This design comes from an exercise in tuning for small area on the open sky130 flow, not from production work.
Function was not checked in any run shown here: the RTL went through the layout flow alone.
No activity file was given, so power comes from the tool's default toggle rates. The flow treats the clock pin as an ideal source, which a real chip does not have.

$ cat design.v
package afi_phy_pkg;
	typedef logic [3-1:0] shift_t;
	typedef struct packed
	{
		logic [15-1:0] addr;
		logic [3-1:0] ba;
		logic [1-1:0] cs_n;
		logic [1-1:0] cke;
		logic [1-1:0] odt;
		logic ras_n;
		logic cas_n;
		logic we_n;
		logic rst_n;
	} afi_cmd_t;
	typedef struct packed
	{
		logic [32-1:0] wdata;
		logic [4-1:0] dm;
		logic valid;
	} afi_wr_t;
	typedef struct packed
	{
		afi_cmd_t cmd;
		logic [32-1:0] dq;
		logic [4-1:0] dm;
		logic dqs_en;
		logic oct_en;
		logic dq_oe;
	} mem_bus_t;
	localparam int AFI_CMD_W = 15 + 3 + 3 * 1 + 4;
	localparam int AFI_WR_W = 32 + 4 + 1;
	localparam int MEM_BUS_W = AFI_CMD_W + 32 + 4 + 3;
	localparam afi_cmd_t AFI_NOP = {
		15'(0),  
		3'(0),  
		{1{1'b1}},  
		1'(0),  
		1'(0),  
		1'b1,  
		1'b1,  
		1'b1,  
		1'b0  
	};
endpackage
module afi_delay_line
#(
	parameter int W = 1,
	parameter int DEPTH = 8
)
(
	input logic pll_afi_clk,
	input logic [DEPTH-1:0] sel,
	input logic [W-1:0] d,
	output logic [W-1:0] q
);
	logic [W-1:0] stage [DEPTH-1];
	logic [W-1:0] nxt;
	for (genvar b = 0; b < W; b++)
	begin : g_bit
		logic [DEPTH-1:0] taps;
		always_comb
		begin
			taps[0] = d[b];
			for (int k = 1; k < DEPTH; k++)
				taps[k] = stage[k-1][b];
		end
		afi_sel_bit #(
			.N(DEPTH)
		) u_sel (
			.sel(sel),
			.taps(taps),
			.y(nxt[b])
		);
	end
	always_ff @(posedge pll_afi_clk)
	begin
		stage[0] <= d;
		for (int i = 1; i < DEPTH - 1; i++)
			stage[i] <= stage[i-1];
		q <= nxt;
	end
endmodule
module afi_tap_sel
#(
	parameter int DEPTH = 8
)
(
	input logic reset,
	input logic [3-1:0] tap,
	input logic [3-1:0] age,
	output logic [DEPTH-1:0] sel
);
	always_comb
	begin
		for (int k = 0; k < DEPTH; k++)
			sel[k] = ~reset && (tap == 3'(k)) && (age >= 3'(k));
	end
endmodule
module afi_sel_bit
#(
	parameter int N = 8
)
(
	input logic [N-1:0] sel,
	input logic [N-1:0] taps,
	output logic y
);
	logic n0, n1;
	afi_aoi222 u_a0 (.a(sel[2:0]), .b(taps[2:0]), .y(n0));
	afi_aoi222 u_a1 (.a(sel[5:3]), .b(taps[5:3]), .y(n1));
	assign y = ~(n0 & n1) | (sel[6] & taps[6]) | (sel[7] & taps[7]);
endmodule
module afi_aoi222
(
	input logic [2:0] a,
	input logic [2:0] b,
	output logic y
);
	assign y = ~|(a & b);
endmodule
module addr_cmd_path
(
	input logic pll_afi_clk,
	input logic reset,
	input afi_phy_pkg::afi_cmd_t afi_cmd,
	input afi_phy_pkg::shift_t ac_shift,
	input afi_phy_pkg::shift_t age,
	output afi_phy_pkg::afi_cmd_t cmd
);
	logic [8-1:0] sel;
	afi_tap_sel #(
		.DEPTH(8)
	) u_sel (
		.reset(reset),
		.tap(ac_shift),
		.age(age),
		.sel(sel)
	);
	afi_delay_line #(
		.W(afi_phy_pkg::AFI_CMD_W),
		.DEPTH(8)
	) u_cmd_dly (
		.pll_afi_clk(pll_afi_clk),
		.sel(sel),
		.d(afi_cmd),
		.q(cmd)
	);
endmodule
module write_path
(
	input logic pll_afi_clk,
	input logic reset,
	input afi_phy_pkg::afi_wr_t afi_wr,
	input afi_phy_pkg::shift_t wlat,
	input afi_phy_pkg::shift_t age,
	output logic [32+4-1:0] wr_data,
	output logic dqs_en,
	output logic oct_en
);
	logic [8-1:0] sel;
	afi_phy_pkg::afi_wr_t wr_dly;
	logic wr_valid;
	logic oct_post;
	afi_tap_sel #(
		.DEPTH(8)
	) u_sel (
		.reset(reset),
		.tap(wlat),
		.age(age),
		.sel(sel)
	);
	afi_delay_line #(
		.W(afi_phy_pkg::AFI_WR_W),
		.DEPTH(8)
	) u_wr_dly (
		.pll_afi_clk(pll_afi_clk),
		.sel(sel),
		.d(afi_wr),
		.q(wr_dly)
	);
	always_ff @(posedge pll_afi_clk)
	begin
		wr_data <= {wr_dly.wdata, wr_dly.dm};
		if (reset)
		begin
			wr_valid <= 1'b0;
			oct_post <= 1'b0;
		end
		else
		begin
			wr_valid <= wr_dly.valid;
			oct_post <= wr_valid;
		end
	end
	assign dqs_en = wr_dly.valid | wr_valid;
	assign oct_en = dqs_en | oct_post;
endmodule
module phy_regs
(
	input logic pll_afi_clk,
	input logic reset,
	input logic [8-1:0] paddr,
	input logic psel,
	input logic penable,
	input logic pwrite,
	input logic [32-1:0] pwdata,
	output logic [32-1:0] prdata,
	output logic pready,
	output logic pslverr,
	output afi_phy_pkg::shift_t ac_shift,
	output afi_phy_pkg::shift_t wlat,
	output logic mem_stable,
	output logic mem_clk_disable,
	output logic [8-1:0] calib_skip_steps
);
	logic addr_hit;
	logic access;
	assign pready = 1'b1;
	assign access = psel & penable;
	always_comb
	begin
		prdata = '0;
		addr_hit = 1'b1;
		case (paddr)
			8'('h0):
				prdata[1:0] = {mem_clk_disable, mem_stable};
			8'('h4):
			begin
				prdata[3-1:0] = ac_shift;
				prdata[4 +: 3] = wlat;
			end
			8'('h8):
				prdata[8-1:0] = calib_skip_steps;
			default:
				addr_hit = 1'b0;
		endcase
	end
	assign pslverr = access & ~addr_hit;
	always_ff @(posedge pll_afi_clk)
	begin
		if (reset)
		begin
			mem_stable <= 1'b0;
			mem_clk_disable <= 1'b0;
			ac_shift <= '0;
			wlat <= '0;
			calib_skip_steps <= '1;
		end
		else if (access && pwrite)
		begin
			case (paddr)
				8'('h0):
				begin
					mem_stable <= pwdata[0];
					mem_clk_disable <= pwdata[1];
				end
				8'('h4):
				begin
					ac_shift <= pwdata[3-1:0];
					wlat <= pwdata[4 +: 3];
				end
				8'('h8):
					calib_skip_steps <= pwdata[8-1:0];
				default:
					;
			endcase
		end
	end
endmodule
module mem_out_stage
(
	input logic pll_afi_clk,
	input logic reset,
	input afi_phy_pkg::afi_cmd_t cmd,
	input logic cmd_hold,
	input logic [32+4-1:0] wr_data,
	input logic dqs_en,
	input logic oct_en,
	input logic mem_clk_disable,
	output afi_phy_pkg::mem_bus_t mem,
	output logic mem_ck_en
);
	logic dq_en;
	always_ff @(posedge pll_afi_clk)
		mem.cmd <= cmd_hold ? afi_phy_pkg::AFI_NOP : cmd;
	always_ff @(posedge pll_afi_clk)
		{mem.dq, mem.dm} <= wr_data;
	always_ff @(posedge pll_afi_clk)
	begin
		if (reset)
		begin
			dq_en <= 1'b0;
			mem.oct_en <= 1'b0;
			mem_ck_en <= 1'b1;
		end
		else
		begin
			dq_en <= dqs_en;
			mem.oct_en <= oct_en;
			mem_ck_en <= ~mem_clk_disable;
		end
	end
	assign mem.dqs_en = dq_en;
	assign mem.dq_oe = dq_en;
endmodule
module afi_phy_top
(
	input logic pll_afi_clk,
	input logic reset,
	input logic [afi_phy_pkg::AFI_CMD_W-1:0] afi_cmd,
	input logic [afi_phy_pkg::AFI_WR_W-1:0] afi_wr,
	input logic [8-1:0] paddr,
	input logic psel,
	input logic penable,
	input logic pwrite,
	input logic [32-1:0] pwdata,
	output logic [32-1:0] prdata,
	output logic pready,
	output logic pslverr,
	output logic [afi_phy_pkg::MEM_BUS_W-1:0] mem,
	output logic mem_ck_en,
	output logic [8-1:0] calib_skip_steps
);
	afi_phy_pkg::shift_t ac_shift;
	afi_phy_pkg::shift_t wlat;
	logic mem_stable;
	logic mem_clk_disable;
	afi_phy_pkg::afi_cmd_t ac_cmd;
	logic cmd_hold;
	afi_phy_pkg::shift_t age;
	logic [32+4-1:0] wr_data;
	logic dqs_en;
	logic oct_en;
	phy_regs u_regs (
		.pll_afi_clk(pll_afi_clk),
		.reset(reset),
		.paddr(paddr),
		.psel(psel),
		.penable(penable),
		.pwrite(pwrite),
		.pwdata(pwdata),
		.prdata(prdata),
		.pready(pready),
		.pslverr(pslverr),
		.ac_shift(ac_shift),
		.wlat(wlat),
		.mem_stable(mem_stable),
		.mem_clk_disable(mem_clk_disable),
		.calib_skip_steps(calib_skip_steps)
	);
	always_ff @(posedge pll_afi_clk)
	begin
		if (reset)
			age <= '0;
		else if (age != '1)
			age <= age + 3'(1);
	end
	assign cmd_hold = reset | ~mem_stable;
	addr_cmd_path u_ac (
		.pll_afi_clk(pll_afi_clk),
		.reset(reset),
		.afi_cmd(afi_cmd),
		.ac_shift(ac_shift),
		.age(age),
		.cmd(ac_cmd)
	);
	write_path u_wr (
		.pll_afi_clk(pll_afi_clk),
		.reset(reset),
		.afi_wr(afi_wr),
		.wlat(wlat),
		.age(age),
		.wr_data(wr_data),
		.dqs_en(dqs_en),
		.oct_en(oct_en)
	);
	mem_out_stage u_out (
		.pll_afi_clk(pll_afi_clk),
		.reset(reset),
		.cmd(ac_cmd),
		.cmd_hold(cmd_hold),
		.wr_data(wr_data),
		.dqs_en(dqs_en),
		.oct_en(oct_en),
		.mem_clk_disable(mem_clk_disable),
		.mem(mem),
		.mem_ck_en(mem_ck_en)
	);
endmodule
$ cat flow/run.sh
#!/bin/bash
# Standard ORFS layout, with the port buffers made of the smallest buffer
# cell instead of the one buffer_ports picks by default.
set -euo pipefail
bash standard.sh "BUFFER_PORTS_ARGS=-buffer_cell sky130_fd_sc_hd__buf_1" "CTS_ARGS=-sink_clustering_enable -repair_clock_nets -sink_clustering_size 35 -sink_clustering_max_diameter 80 -dont_use_dummy_load" finish > standard_make.log 2>&1
$ cat standard.sh
#!/bin/bash
# synth_recipe.tcl (not shown) runs the flow's synth.tcl, then flattens the netlist and writes it again
# the make line also repeats each setting of config.mk as NAME=value (left out here)
make -C /OpenROAD-flow-scripts/flow DESIGN_CONFIG=/design/flow/config.mk WORK_HOME=/design/flow/orfs CLKGATE_MAP_FILE= SYNTH_SCRIPT=/design/flow/synth_recipe.tcl "${@:-finish}"
$ cat config.mk
export PLATFORM = sky130hd
export DESIGN_NAME = afi_phy_top
export DESIGN_NICKNAME = afi_phy_top
export VERILOG_FILES = /design/flow/design.v
export SDC_FILE = /design/flow/constraint.sdc
export NUM_CORES = 4
export LEC_CHECK = 0
export CAP_MARGIN = 0
export CORE_MARGIN = 2
export CORE_UTILIZATION = 70
export CTS_CLUSTER_DIAMETER = 80
export CTS_CLUSTER_SIZE = 35
export SLEW_MARGIN = 0
export SYNTH_HIERARCHICAL = 1
export SYNTH_MINIMUM_KEEP_SIZE = 0
$ cat constraint.sdc
create_clock -name core_clock -period 5.0 [get_ports {pll_afi_clk}]
set_input_delay 1.0000 -clock core_clock [delete_from_list [all_inputs] [get_ports {pll_afi_clk}]]
set_output_delay 1.0000 -clock core_clock [all_outputs]
set_load 0.01 [all_outputs]
==> impl_metrics.tcl, run 1 <==
set metrics [dict create \
    outcome "no timing/DRC/antenna violations" \
    p_leak_nw 6.67 \
    timing.critical_path.buf_inv 2 \
    fin_crit_sh_pct 66.2 \
    reg2reg_to "u_ac.u_cmd_dly.q[6]" \
    synthFlopType "dfxtp_1" \
    tns_ns 0 \
    drive_gt1_share_pct 4.59 \
    vias 8982 \
    min_to "u_out.mem[23]" \
    syn_inst 1053 \
    post_cts_buffers 0 \
    drc 0 \
    cts-resized-gates 0 \
    synthTopCellsByArea "dfxtp_1, a222oi_1, a22oi_1" \
    rows 54 \
    crit_type "input port to output port" \
    wl_per_cell_um 18.9 \
    final_cells 1523 \
    design_area_mm2 0.0172 \
    period_minus_slack_ns 3.31 \
    reg2reg_slack_ns 2.66 \
    fin_ws_ns 1.69 \
    slew_headroom_pct 26.8 \
    min_from "u_wr.wr_data[20]" \
    antenna_found_initial 1 \
    powerDensity_mw_per_mm2 436 \
    async_flop_share_pct 0 \
    grt_usage_pct 23.5 \
    worstPathMaxFanout 9 \
    crit_family "simple AND/OR/NAND/NOR gates" \
    htreeDepth 1 \
    placed_cells 1501 \
    syn_area_per_cell_um2 14.8 \
    utilization_pct 78.4 \
    hp-class "flop to flop" \
    ys_warn_count 17 \
    pre_cts_slack_ns 1.73 \
    crit_required_ns 4.00 \
    synth_top_area_share_pct 79.0 \
    grt_pass1_wl_um 45500 \
    crit_path_end_kind "output port" \
    p_sw_share_pct 19.8 \
    wl_um 28800 \
    finClkSkew_ns 0.0465 \
    ant_nets 0 \
    ys_seq_area_share_pct 79.0 \
    design.die.area_mm2 0.0235 \
    critPathMaxStageDelay_ns 0.66 \
    final_hold_viol_count 0 \
    critPathMostFrequentCell "buf_1" \
    setup_viol 0 \
    comb_power_share_pct 2.1 \
    synth-seq-cells 617 \
    grt_overflow 0 \
    power_switching_mw 1.49 \
    core_mm2 0.0219 \
    pin_count 214 \
    synth-edff-count 0 \
    start_kind "input port" \
    synth_area_mm2 0.0156 \
    fillers 1365 \
    yosysMostFrequentCell "dfxtp_1" \
    cts_tree "yes" \
    maxSlewViolCount 0 \
    p_total_mw 7.48 \
    dp_hpwl_um 17200 \
    cp_cell_sequence "buf_1 -> nor2b_1 -> and4_2 -> buf_1" \
    path_clk_slew_ns 0.11 \
    synth_top_cells_by_count "dfxtp_1, a222oi_1, a22oi_1" \
    port_buffers 164 \
    p_clk_share_pct 27.4 \
    die_x_um 153 \
    avgViaCountPerCell 5.90 \
    placed_cell_area_mm2 0.0166 \
    grt_max_degree 43 \
    clkLatencyLatePin_ns 0.55 \
    whs_path_depth 0 \
    grt_setup_unrepaired "false" \
    arrival_ns 2.31 \
    initial_core_util_pct 71.4 \
    tightest_slew_ns 1.09 \
    r2r_cells 5 \
    gp_congestion 0.750 \
    die_y_um 153 \
    clock.fmax_ghz 0.302 \
    hold_ws_ns 0.335 \
    ctsHoldBuffers 0 \
    grt_pass1_vias 8938 \
    root_buffer "clkbuf_16" \
    drtPass1Iterations 6 \
    r2r-start "age[1]" \
    critical-path-slowest-cell "nor2b_1" \
    area_growth_pct 9.86 \
    yosys.area.top_type "dfxtp_1" \
    pwr-share-seq_pct 70.4 \
    ir_worst_vdd_v 0.000376 \
    internal-power_mw 6.00 \
    drtIter0Drc 947 \
    ys_types 33 \
    maxCapViolCount 0 \
    cts.sinks 617 \
    cts_buffers 21 \
    clock_path_buffers 3 \
    fin_nets 1353 \
]
worst reg2reg max path: cells and delay by family (launching register included):
kind	cells	cell delay (ns)
AO/OA/AOI/OAI	1	0.16
buffers and inverters	1	0.41
flip-flops	1	0.57
AND/OR/NAND/NOR	3	1.14
placed cells by master (no fill, tap or decap), drive strengths merged:
master,count
or2,5
nand2,5
nand3,64
nor3,6
clkbuf,22
and4,3
nand2b,20
and3,1
a31oi,1
diode,1
dfxtp,617
xor2,1
nor2b,25
a22oi,66
mux2i,20
a21oi,2
nor2,35
nand3b,2
ha,2
a222oi,124
nand4,2
nand4b,2
conb,25
buf,178
and2b,2
or3,1
a2bb2oi,2
nor4,9
routing by layer:
layer / track usage, % / wire (µm)
met1: 30.5 / 11900
met2: 41.8 / 14400
met3: 3.94 / 1860
met4: 5.29 / 541
met5: 0 / 0
final cells by class:
class                      instances  area (µm²)  share of cell area [%]
multi-input combinational        425        3210                    18.7
timing repair buffer             179         729                    4.25
tap                              280         350                    2.04
clock buffer                      21         526                    3.06
antenna                            1        2.50                  0.0146
sequential                       617       12400                    72.0
Yosys stat by module (local to each module, per instance), excerpt:
module / copies in the design / flip-flops and latches / cells inside / cell area, µm²
afi_aoi222: 124 / 0 / 1 / 10.0
afi_phy_top: 1 / 3 / 12 / 131
mem_out_stage: 1 / 64 / 96 / 1490
phy_regs: 1 / 16 / 123 / 1060
write_path: 1 / 38 / 42 / 786
worst max path at each step:
stage	start	endpoint	slack (ns)	cells after the start
after floorplan	reset	u_wr.u_wr_dly.q[0]	0.66	3
after global placement	paddr[3]	prdata[7]	1.78	4
after detailed placement	paddr[3]	prdata[3]	1.73	4
after CTS	paddr[3]	prdata[3]	1.73	4
after global routing	paddr[3]	prdata[5]	1.54	5
final	paddr[3]	prdata[3]	1.69	4
state kept, by name, indices dropped and copies added, names as in the netlist, 3 cells and up:
register,cells
age,3
u_ac.u_cmd_dly.q,25
u_ac.u_cmd_dly.stage,175
u_out.mem,62
u_regs.ac_shift,3
u_regs.calib_skip_steps,8
u_regs.wlat,3
u_wr.u_wr_dly.q,37
u_wr.u_wr_dly.stage,259
u_wr.wr_data,36
power by group through the flow:
| stage | logic [mW] | clock network (mW) | registers (mW) |
|---|---|---|---|
| global placement | 0.155 | 0 | 5.36 |
| detailed placement | 0.159 | 0 | 5.38 |
| global route | 0.177 | 2.24 | 5.30 |
| finish | 0.160 | 2.05 | 5.27 |
| floorplan | 0.0974 | 0 | 5.35 |
| CTS | 0.160 | 2.09 | 5.27 |
kinds of logic (layout without fill, tap and decap cells):
kind of cell               Yosys count  after routing  synth area share, %
xor gates and xnor gates             1              1               0.0561
muxes                               20             20                 1.28
adders and majority gates            2              2                0.160
DFF                                617            617                 79.0
buffers and inverters               34            200                 1.59
AOI/OAI and AO/OA                  195            195                 11.3
and+or+nand+nor                    182            182                 6.49
other                                2             26               0.0481
==> run 2, diff against run 1 <==
--- a/design.v
+++ b/design.v
@@ -56,20 +56,9 @@
 	logic [W-1:0] stage [DEPTH-1];
 	logic [W-1:0] nxt;
-	for (genvar b = 0; b < W; b++)
-	begin : g_bit
-		logic [DEPTH-1:0] taps;
-		always_comb
-		begin
-			taps[0] = d[b];
-			for (int k = 1; k < DEPTH; k++)
-				taps[k] = stage[k-1][b];
-		end
-		afi_sel_bit #(
-			.N(DEPTH)
-		) u_sel (
-			.sel(sel),
-			.taps(taps),
-			.y(nxt[b])
-		);
+	always_comb
+	begin
+		nxt = {W{sel[0]}} & d;
+		for (int k = 1; k < DEPTH; k++)
+			nxt = nxt | ({W{sel[k]}} & stage[k-1]);
 	end
 	always_ff @(posedge pll_afi_clk)
@@ -97,26 +86,4 @@
 	end
 endmodule
-module afi_sel_bit
-#(
-	parameter int N = 8
-)
-(
-	input logic [N-1:0] sel,
-	input logic [N-1:0] taps,
-	output logic y
-);
-	logic n0, n1;
-	afi_aoi222 u_a0 (.a(sel[2:0]), .b(taps[2:0]), .y(n0));
-	afi_aoi222 u_a1 (.a(sel[5:3]), .b(taps[5:3]), .y(n1));
-	assign y = ~(n0 & n1) | (sel[6] & taps[6]) | (sel[7] & taps[7]);
-endmodule
-module afi_aoi222
-(
-	input logic [2:0] a,
-	input logic [2:0] b,
-	output logic y
-);
-	assign y = ~|(a & b);
-endmodule
 module addr_cmd_path
 (
@@ -273,5 +240,5 @@
 	input logic reset,
 	input afi_phy_pkg::afi_cmd_t cmd,
-	input logic cmd_hold,
+	input logic mem_stable,
 	input logic [32+4-1:0] wr_data,
 	input logic dqs_en,
@@ -283,5 +250,10 @@
 	logic dq_en;
 	always_ff @(posedge pll_afi_clk)
-		mem.cmd <= cmd_hold ? afi_phy_pkg::AFI_NOP : cmd;
+	begin
+		if (reset || !mem_stable)
+			mem.cmd <= afi_phy_pkg::AFI_NOP;
+		else
+			mem.cmd <= cmd;
+	end
 	always_ff @(posedge pll_afi_clk)
 		{mem.dq, mem.dm} <= wr_data;
@@ -327,5 +299,4 @@
 	logic mem_clk_disable;
 	afi_phy_pkg::afi_cmd_t ac_cmd;
-	logic cmd_hold;
 	afi_phy_pkg::shift_t age;
 	logic [32+4-1:0] wr_data;
@@ -356,5 +327,4 @@
 			age <= age + 3'(1);
 	end
-	assign cmd_hold = reset | ~mem_stable;
 	addr_cmd_path u_ac (
 		.pll_afi_clk(pll_afi_clk),
@@ -379,5 +349,5 @@
 		.reset(reset),
 		.cmd(ac_cmd),
-		.cmd_hold(cmd_hold),
+		.mem_stable(mem_stable),
 		.wr_data(wr_data),
 		.dqs_en(dqs_en),
==> run.sh (new file) <==
#!/bin/bash
# synth_recipe.tcl (not shown) runs the flow's synth.tcl, then flattens the netlist and writes it again
# the make line also repeats each setting of config.mk as NAME=value (left out here)
make -C /OpenROAD-flow-scripts/flow DESIGN_CONFIG=/design/flow/config.mk WORK_HOME=/design/flow/orfs CLKGATE_MAP_FILE= SYNTH_SCRIPT=/design/flow/synth_recipe.tcl finish
==> config.mk (replaced) <==
export PLATFORM = sky130hd
export DESIGN_NAME = afi_phy_top
export DESIGN_NICKNAME = afi_phy_top
export VERILOG_FILES = /design/flow/design.v
export SDC_FILE = /design/flow/constraint.sdc
export NUM_CORES = 4
export LEC_CHECK = 0
export ABC_AREA = 1
export CAP_MARGIN = 20
export CORE_MARGIN = 2
export CORE_UTILIZATION = 40
export CTS_BUF_LIST = sky130_fd_sc_hd__clkbuf_4 sky130_fd_sc_hd__clkbuf_8
export SLEW_MARGIN = 20
removed: flow/run.sh
removed: standard.sh
==> run 2 against run 1 <==
Effect of this change: fmax is 19% lower; largest power group unchanged; cell count is 80% higher; clock-buffer cell count rose by 138; setup slack lost 0.75 ns.
==> impl_metrics.tcl, run 2 <==
set metrics [dict create \
    htreeDepth 3 \
    synth_top_area_share_pct 68.0 \
    antenna_found_initial 0 \
    cts_tree "yes" \
    rows 78 \
    avgViaCountPerCell 4.57 \
    initial_core_util_pct 40.3 \
    yosysMostFrequentCell "dfxtp_1" \
    period_minus_slack_ns 4.06 \
    crit_path_end_kind "output port" \
    grt_max_degree 63 \
    post_cts_buffers 0 \
    syn_inst 1879 \
    maxCapViolCount 0 \
    core_mm2 0.0451 \
    design.die.area_mm2 0.0471 \
    gp_congestion 0.762 \
    ir_worst_vdd_v 0.000321 \
    die_x_um 217 \
    grt_pass1_wl_um 66700 \
    maxSlewViolCount 0 \
    grt_usage_pct 17.9 \
    setup_viol 0 \
    drtPass1Iterations 7 \
    finClkSkew_ns 0.0353 \
    worstPathMaxFanout 18 \
    slew_headroom_pct 29.7 \
    arrival_ns 3.06 \
    crit_required_ns 4.00 \
    largest_reg_flops 259 \
    cts_buffers 98 \
    fin_nets 2184 \
    drive_gt1_share_pct 10.4 \
    ys_seq_area_share_pct 68.0 \
    pre_cts_slack_ns 0.919 \
    fin_crit_sh_pct 81.3 \
    fin_ws_ns 0.935 \
    start_kind "input port" \
    tns_ns 0 \
    synth-seq-cells 617 \
    wl_um 41500 \
    synth_area_mm2 0.0182 \
    cts-resized-gates 0 \
    path_clk_slew_ns 0.06 \
    final_hold_viol_count 0 \
    critPathMaxStageDelay_ns 0.57 \
    crit_family "simple AND/OR/NAND/NOR gates" \
    top_register "u_wr.u_wr_dly.stage" \
    placed_cell_area_mm2 0.0201 \
    die_y_um 217 \
    drc 0 \
    clkLatencyLatePin_ns 0.69 \
    ant_nets 0 \
    p_leak_nw 10.2 \
    p_total_mw 10.4 \
    port_buffers 164 \
    synthTopCellsByArea "dfxtp_1, nand3_1, nand2_1" \
    largestRegisters "u_wr.u_wr_dly.stage (259), u_ac.u_cmd_dly.stage (175), u_out.mem (62)" \
    grt_overflow 0 \
    num_antenna_cells 0 \
    area_growth_pct 23.1 \
    layout_commonest_cell "dfxtp_1" \
    critical-path-slowest-cell "nor2_2" \
    ys_types 27 \
    clock.fmax_ghz 0.246 \
    ctsHoldBuffers 0 \
    grt_setup_unrepaired "false" \
    yosys.area.top_type "dfxtp_1" \
    design_area_mm2 0.0224 \
    fillers 4207 \
    tightest_slew_ns 1.06 \
    synth_top_cells_by_count "dfxtp_1, nand3_1, nand2_1" \
    wl_per_cell_um 15.1 \
    timing.critical_path.buf_inv 2 \
    powerDensity_mw_per_mm2 464 \
    syn_area_per_cell_um2 9.67 \
    cts.sinks 617 \
    crit_type "input port to output port" \
    vias 12553 \
    cp_cell_sequence "clkdlybuf4s50_1 -> nor2_1 -> nand3_1 -> nor2_2 -> nand2_1 -> nand3_1 -> clkdlybuf4s50_1" \
    final_cell_mix "dfxtp_1, nand3_1, nand2_1" \
    pin_count 214 \
    synth-edff-count 0 \
    root_buffer "clkbuf_8" \
    dp_hpwl_um 23000 \
    outcome "no timing/DRC/antenna violations" \
    ys_warn_count 11 \
    drtIter0Drc 708 \
    grt_pass1_vias 12819 \
    synthFlopType "dfxtp_1" \
    hp-class "flop to flop" \
    async_flop_share_pct 0 \
    clock_path_buffers 3 \
]
[run 2: cell families (layout without fill, tap and decap cells)]
logic type	count (synthesis)	count (layout)	share of synthesized area, %
AOI/OAI and AO/OA	20	20	0.551
adders and majority gates	5	5	0.344
buffers and inverters	216	462	6.01
DFF	617	617	68.0
other	2	25	0.0413
and+or+nand+nor	1019	1019	25.1
[run 2: metrics by stage]
stage	hold WS, ns	instances	util (%)
global placement	0.310	2572	44.5
detailed placement	0.312	2572	44.5
global route	0.326	2748	49.6
floorplan	0.310	1902	-
CTS	0.311	2748	49.6
finish	0.314	2748	49.6
[run 2: layer usage]
layer  track usage (%)  wire [µm]  vias up
met5                 0          0        -
met4              8.04       1290        0
met3              4.28       2300      105
met2              30.1      19700      359
met1              21.9      18300     5766
li1                  -          -     6323
[run 2: cell type report]
class                      instances  area [µm²]  share of cell area [%]
sequential                       617       12400                    55.3
multi-input combinational       1069        4840                    21.6
clock inverter                    17         228                    1.02
timing repair buffer             175        1720                    7.71
clock buffer                     159        2040                    9.12
tap                              600         751                    3.36
inverter                         111         422                    1.89
[run 2: worst register-to-register path, stage by stage, from the launching register on]
cell and delay (ns):
dfxtp_1 0.43, ha_1 0.23, ha_1 0.23, inv_1 0.10
nand2_2 0.66, buf_4 0.51, nand3_1 0.13, nand2_1 0.11
nor2_1 0.05, nand2_1 0.09
[run 2: power by group]
part	internal [mW]	leakage [nW]	switching, mW	total (mW)
Combinational	0.130	3.81	0.228	0.359
Sequential	5.17	5.18	0.100	5.27
Clock	2.79	1.19	1.94	4.73
[run 2: worst paths after layout]
| kind | cells past startpoint | slack, ns | from | endpoint |
|---|---|---|---|---|
| worst min-delay path | 0 | 0.31 | u_wr.wr_data[27] | u_out.mem[30] |
| worst min register to register | 0 | 0.31 | u_wr.wr_data[27] | u_out.mem[30] |
| worst max-delay path | 7 | 0.94 | paddr[1] | prdata[0] |
| worst max register to register | 9 | 2.41 | age[1] | u_wr.u_wr_dly.q[29] |
==> run 3, diff against run 2 <==
--- a/config.mk
+++ b/config.mk
@@ -6,8 +6,6 @@
 export NUM_CORES = 4
 export LEC_CHECK = 0
-export ABC_AREA = 1
 export CAP_MARGIN = 20
 export CORE_MARGIN = 2
 export CORE_UTILIZATION = 40
-export CTS_BUF_LIST = sky130_fd_sc_hd__clkbuf_4 sky130_fd_sc_hd__clkbuf_8
 export SLEW_MARGIN = 20
==> run 3 against run 2 <==
Effect of this change: register-to-register slack got worse by 0.14 ns; non-clock buffer count up 7; critical path type unchanged; first-iteration DRC count fell by 24%; cell area shrank 6.4%.
==> impl_metrics.tcl, run 3 <==
set metrics [dict create \
    grt_pass1_vias 10322 \
    wl_per_cell_um 18.6 \
    critPathMaxStageDelay_ns 0.56 \
    synthFlopType "dfxtp_1" \
    fin_crit_sh_pct 79.1 \
    avgViaCountPerCell 4.97 \
    top_register "u_wr.u_wr_dly.stage" \
    reg2reg_to "u_wr.u_wr_dly.q[21]" \
    cts.sinks 617 \
    rows 75 \
    cts-resized-gates 0 \
    synth_area_mm2 0.0170 \
    reg2reg_slack_ns 2.27 \
    start_kind "input port" \
    final_cells 2018 \
    final_cell_mix "dfxtp_1, clkdlybuf4s50_1, a22oi_1" \
    drtIter0Drc 536 \
    syn_area_per_cell_um2 13.3 \
    synthTopCellsByArea "dfxtp_1, a22oi_1, a221oi_2" \
    clkLatencyLatePin_ns 0.61 \
    crit_type "input port to output port" \
    grt_overflow 0 \
    p_total_mw 9.91 \
    synth_top_area_share_pct 72.7 \
    ys_types 46 \
    layout_commonest_cell "dfxtp_1" \
    critPathMostFrequentCell "clkdlybuf4s50_1" \
    hp-class "flop to flop" \
    final_hold_viol_count 0 \
    arrival_ns 2.95 \
    worstPathMaxFanout 4 \
    syn_inst 1274 \
    async_flop_share_pct 0 \
    die_x_um 210 \
    port_buffers 164 \
    antenna_found_initial 5 \
    htreeDepth 2 \
    dp_hpwl_um 20200 \
    yosys.area.top_type "dfxtp_1" \
    slew_headroom_pct 24.7 \
    crit_required_ns 4.00 \
    clock.fmax_ghz 0.253 \
    pre_cts_slack_ns 1.06 \
    ys_warn_count 11 \
    root_buffer "clkbuf_16" \
    yosysMostFrequentCell "dfxtp_1" \
    maxSlewViolCount 0 \
    die_y_um 210 \
    fin_nets 1547 \
    ctsHoldBuffers 0 \
    cts_buffers 58 \
    largest_reg_flops 259 \
    synth-edff-count 0 \
    powerDensity_mw_per_mm2 474 \
    initial_core_util_pct 40.5 \
    pin_count 214 \
    utilization_pct 49.9 \
    period_minus_slack_ns 3.95 \
    outcome "no timing/DRC/antenna violations" \
    cts_tree "yes" \
    wl_um 37600 \
    drtPass1Iterations 6 \
    drive_gt1_share_pct 10.7 \
    maxCapViolCount 0 \
    gp_congestion 0.740 \
    placed_cell_area_mm2 0.0190 \
    r2r-start "age[1]" \
    drc 0 \
    whs_path_depth 0 \
    core_mm2 0.0419 \
    fin_ws_ns 1.05 \
    grt_pass1_wl_um 58600 \
    setup_viol 0 \
    synth_top_cells_by_count "dfxtp_1, a22oi_1, nand3_1" \
    critical-path-slowest-cell "nor4_1" \
    min_from "u_wr.u_wr_dly.q[5]" \
    grt_usage_pct 17.0 \
    path_clk_slew_ns 0.07 \
    grt_max_degree 82 \
    synth-seq-cells 617 \
    timing.critical_path.buf_inv 2 \
    area_growth_pct 23.2 \
    hold_ws_ns 0.322 \
    vias 10037 \
    post_cts_buffers 0 \
    design_area_mm2 0.0209 \
    largestRegisters "u_wr.u_wr_dly.stage (259), u_ac.u_cmd_dly.stage (175), u_out.mem (62)" \
    ir_worst_vdd_v 0.000285 \
    r2r_cells 8 \
    ant_nets 0 \
    grt_setup_unrepaired "false" \
    design.die.area_mm2 0.0441 \
    p_leak_nw 8.15 \
    cp_cell_sequence "clkdlybuf4s50_1 -> nor4_1 -> and2_1 -> and3_1 -> clkdlybuf4s50_1" \
    clock_path_buffers 3 \
    finClkSkew_ns 0.0216 \
    crit_family "simple AND/OR/NAND/NOR gates" \
    ys_seq_area_share_pct 72.7 \
    crit_path_end_kind "output port" \
    placed_cells 1914 \
    tns_ns 0 \
    min_to "u_wr.wr_data[4]" \
    tightest_slew_ns 1.13 \
]
## run 3: worst reg2reg max path: stages (launching register included)
cell	delay (ns)
dfxtp_2	0.32
buf_4	0.55
inv_1	0.15
ha_1	0.24
nor3_1	0.48
nor4b_4	0.08
buf_4	0.35
a22oi_1	0.29
o211ai_1	0.13
## run 3: metal layers
| layer | up-vias | track usage [%] | part of all wire (%) |
|---|---|---|---|
| met5 | - | 0 | 0.13 |
| met4 | 8 | 4.38 | 1.6 |
| met3 | 58 | 4.53 | 5.4 |
| met2 | 219 | 28.6 | 48 |
| met1 | 4885 | 21.7 | 45 |
| li1 | 4867 | - | - |
## run 3: cell families (layout without fill, tap and decap cells)
group | after synthesis | in the layout | share of synthesized area (%)
adders and majority gates | 5 | 5 | 0.368
and+or+nand+nor | 228 | 228 | 8.08
buffers and inverters | 108 | 289 | 3.46
other | 2 | 26 | 0.0442
muxes | 18 | 18 | 1.07
xor gates and xnor gates | 1 | 1 | 0.0516
DFF | 617 | 617 | 72.7
AOI/OAI and AO/OA | 295 | 295 | 14.2
## run 3: layout make-up
class / count / area (µm²)
Timing Repair Buffer: 182 / 1780
Sequential cell: 617 / 12400
Clock buffer: 83 / 1670
Tap cell: 539 / 674
Inverter: 4 / 15.0
Antenna cell: 1 / 2.50
Multi-Input combinational cell: 572 / 4200
Clock inverter: 20 / 221
Fill cell: 3711 / 21000
## run 3: how the worst max path moves through the flow
| stage | from | to | slack [ns] | cells past startpoint |
|---|---|---|---|---|
| after global routing | paddr[4] | prdata[0] | 0.86 | 5 |
| after detailed placement | paddr[5] | prdata[0] | 1.06 | 5 |
| after global placement | paddr[5] | prdata[0] | 1.05 | 5 |
| final | paddr[5] | prdata[7] | 1.05 | 5 |
| after floorplan | paddr[5] | prdata[3] | 2.09 | 3 |
| after CTS | paddr[5] | prdata[0] | 1.06 | 5 |
## run 3: report_power, final
part	internal [mW]	switching, mW
Combinational	0.158	0.176
Clock	2.52	1.79
Sequential	5.17	0.107
Total	7.84	2.07
==> run 4, diff against run 3 <==
--- a/config.mk
+++ b/config.mk
@@ -8,4 +8,6 @@
 export CAP_MARGIN = 20
 export CORE_MARGIN = 2
-export CORE_UTILIZATION = 40
+export CORE_UTILIZATION = 70
+export CTS_CLUSTER_DIAMETER = 100
+export CTS_CLUSTER_SIZE = 30
 export SLEW_MARGIN = 20
==> run 4 against run 3 <==
Effect of this change: global-route usage rose by 9.4 points; die area shrank 42%; utilization up 32 points; clock-buffer cell count down 59; clock power decreased by 48%; critical path depth unchanged; worst hold slack worse by 0.0036 ns; non-clock buffer count grew 4; largest power group unchanged.
==> impl_metrics.tcl, run 4 <==
set metrics [dict create \
    fin_nets 1517 \
    cts-resized-gates 0 \
    ant_nets 0 \
    ir_worst_vdd_v 0.000410 \
    grt_pass1_wl_um 54200 \
    antenna_found_initial 0 \
    die_x_um 160 \
    port_buffers 164 \
    yosys.area.top_type "dfxtp_1" \
    top_register "u_wr.u_wr_dly.stage" \
    final_hold_viol_count 0 \
    ys_seq_area_share_pct 72.7 \
    synth_area_mm2 0.0170 \
    syn_area_per_cell_um2 13.3 \
    arrival_ns 3.00 \
    num_antenna_cells 0 \
    outcome "no timing/DRC/antenna violations" \
    maxSlewViolCount 0 \
    ys_types 46 \
    grt_max_degree 44 \
    maxCapViolCount 0 \
    internal-power_mw 6.21 \
    yosysMostFrequentCell "dfxtp_1" \
    grt_pass1_vias 10133 \
    pre_cts_slack_ns 0.957 \
    powerDensity_mw_per_mm2 405 \
    htreeDepth 1 \
    pin_count 214 \
    synthTopCellsByArea "dfxtp_1, a22oi_1, a221oi_2" \
    crit_type "input port to output port" \
    tightest_slew_ns 1.05 \
    vias 10105 \
    dp_hpwl_um 21000 \
    clkLatencyLatePin_ns 0.57 \
    p_sw_share_pct 21.0 \
    synth_top_cells_by_count "dfxtp_1, a22oi_1, nand3_1" \
    final_cell_mix "dfxtp_1, clkdlybuf4s50_1, a22oi_1" \
    root_buffer "clkbuf_16" \
    cts_buffers 24 \
    grt_overflow 0 \
    fin_crit_sh_pct 80.1 \
    layout_commonest_cell "dfxtp_1" \
    pwr-share-seq_pct 67.1 \
    cts.sinks 617 \
    critPathMostFrequentCell "clkdlybuf4s50_1" \
    gp_congestion 0.796 \
    clock_path_buffers 3 \
    synth_top_area_share_pct 72.7 \
    p_clk_share_pct 28.6 \
    die_y_um 160 \
    synth-seq-cells 617 \
    finClkSkew_ns 0.0170 \
    largestRegisters "u_wr.u_wr_dly.stage (259), u_ac.u_cmd_dly.stage (175), u_out.mem (62)" \
    power_switching_mw 1.65 \
    critical-path-slowest-cell "nor4_1" \
    syn_inst 1274 \
    drc 0 \
    p_leak_nw 7.57 \
    avgViaCountPerCell 5.86 \
    core_mm2 0.0236 \
    wl_per_cell_um 20.1 \
    path_clk_slew_ns 0.10 \
    ys_warn_count 11 \
    critPathMaxStageDelay_ns 0.58 \
    comb_power_share_pct 4.3 \
    clock.fmax_ghz 0.250 \
    drive_gt1_share_pct 7.05 \
    setup_viol 0 \
    cp_cell_sequence "clkdlybuf4s50_1 -> nor4_1 -> nand2_1 -> nor2_1 -> clkdlybuf4s50_1" \
    slew_headroom_pct 30.0 \
    grt_setup_unrepaired "false" \
    tns_ns 0 \
    synth-edff-count 0 \
    crit_required_ns 4.00 \
    fin_ws_ns 0.995 \
    start_kind "input port" \
    design.die.area_mm2 0.0255 \
    drtIter0Drc 670 \
    post_cts_buffers 0 \
    cts_tree "yes" \
    rows 56 \
    period_minus_slack_ns 4.00 \
    area_growth_pct 14.5 \
    hp-class "flop to flop" \
    initial_core_util_pct 71.9 \
    grt_usage_pct 26.4 \
    ctsHoldBuffers 0 \
    async_flop_share_pct 0 \
    worstPathMaxFanout 6 \
    crit_path_end_kind "output port" \
    largest_reg_flops 259 \
    wl_um 34700 \
    drtPass1Iterations 8 \
    synthFlopType "dfxtp_1" \
]
==> run 4: power by group through the flow <==
stage | Sequential (mW) | Clock, mW | Combinational, mW
final | 5.28 | 2.25 | 0.338
after global routing | 5.31 | 2.44 | 0.360
after CTS | 5.28 | 2.27 | 0.340
after detailed placement | 5.39 | 0 | 0.337
after global placement | 5.37 | 0 | 0.315
after floorplan | 5.35 | 0 | 0.172
==> run 4: per-stage QoR <==
stage / cell area, µm² / utilization, % / std cells / total power, mW / hold slack, ns
after floorplan: 17100 / - / 1297 / 5.52 / 0.310
after global placement: 18700 / 79.4 / 1696 / 5.69 / 0.310
after detailed placement: 18800 / 79.6 / 1698 / 5.72 / 0.312
after CTS: 19400 / 82.3 / 1724 / 7.89 / 0.321
after global routing: 19400 / 82.3 / 1724 / 8.11 / 0.317
final: 19400 / 82.3 / 1724 / 7.86 / 0.319
==> run 4: final timing paths <==
path                    startpoint             endpoint  slack, ns  depth (start not counted)
hold reg to reg   u_wr.wr_data[14]        u_out.mem[17]       0.32                          0
setup reg to reg            age[1]  u_wr.u_wr_dly.q[17]       2.21                          6
hold / removal    u_wr.wr_data[14]        u_out.mem[17]       0.32                          0
setup / recovery          paddr[4]            prdata[1]        1.0                          5
==> run 4: worst max-delay path, delay by kind of cell <==
kind,cells,cell delay [ns]
AND/OR/NAND/NOR,3,1.04
buffers and inverters,2,0.96
==> run 4: area by class of cell <==
| cell class | count | area, µm² |
|---|---|---|
| inverters | 4 | 15.0 |
| flip-flops and latches | 617 | 12400 |
| multi-input cells | 572 | 4190 |
| repair buffers | 186 | 1850 |
| clock inverters | 2 | 32.5 |
| clock buffers | 24 | 601 |
| well taps | 319 | 399 |
| fillers | 1390 | 4180 |
==> run 4: metal layers <==
layer	wire [µm]	up-vias	global-route usage, %
li1	-	4765	-
met1	14900	4952	35.6
met2	17000	330	45.0
met3	2060	58	3.84
met4	853	0	7.27
met5	0	-	0
==> run 4: kinds of logic (layout without fill, tap and decap cells) <==
| kind of cell | count (synthesis) | in the layout | synth area share, % |
|---|---|---|---|
| compound gates | 295 | 295 | 14.2 |
| mux | 18 | 18 | 1.07 |
| fa+ha+maj | 5 | 5 | 0.368 |
| simple gates | 228 | 228 | 8.08 |
| flops | 617 | 617 | 72.7 |
| other cells | 2 | 25 | 0.0442 |
| buf+inv | 108 | 216 | 3.46 |
| xor+xnor | 1 | 1 | 0.0516 |

static timing again, ports no longer ideal:
No port has a modelled driver above. Below, the same layouts with a new extraction and two added sets of constraints. Step 1: set_driving_cell puts a clkbuf_16 on pll_afi_clk and a buf_2 on each other input, an assumption about the parent block. Step 2 also shifts input and output timing later by t, the mid clock arrival at the registers, as if the neighbouring blocks saw the same clock. a / b / c = ideal ports / drivers / drivers and shift; a / b = the first two.
run | shift t [ns] | setup WS [ns] | worst setup path after step 2 | worst data-port slew with drivers (ns)
run 1 | 0.574 | 1.688 / 1.665 / 1.665 | input to output | 0.07
run 2 | 0.715 | 0.935 / 0.912 / 0.912 | input to output | 0.08
run 3 | 0.646 | 1.045 / 1.016 / 1.016 | input to output | 0.08
run 4 | 0.615 | 0.995 / 0.970 / 0.970 | input to output | 0.07
After both steps setup and hold are still met in every run listed. The setup slack of run 3, which loses most, moves by -0.029 ns with the drivers and by -0.029 ns with both steps.
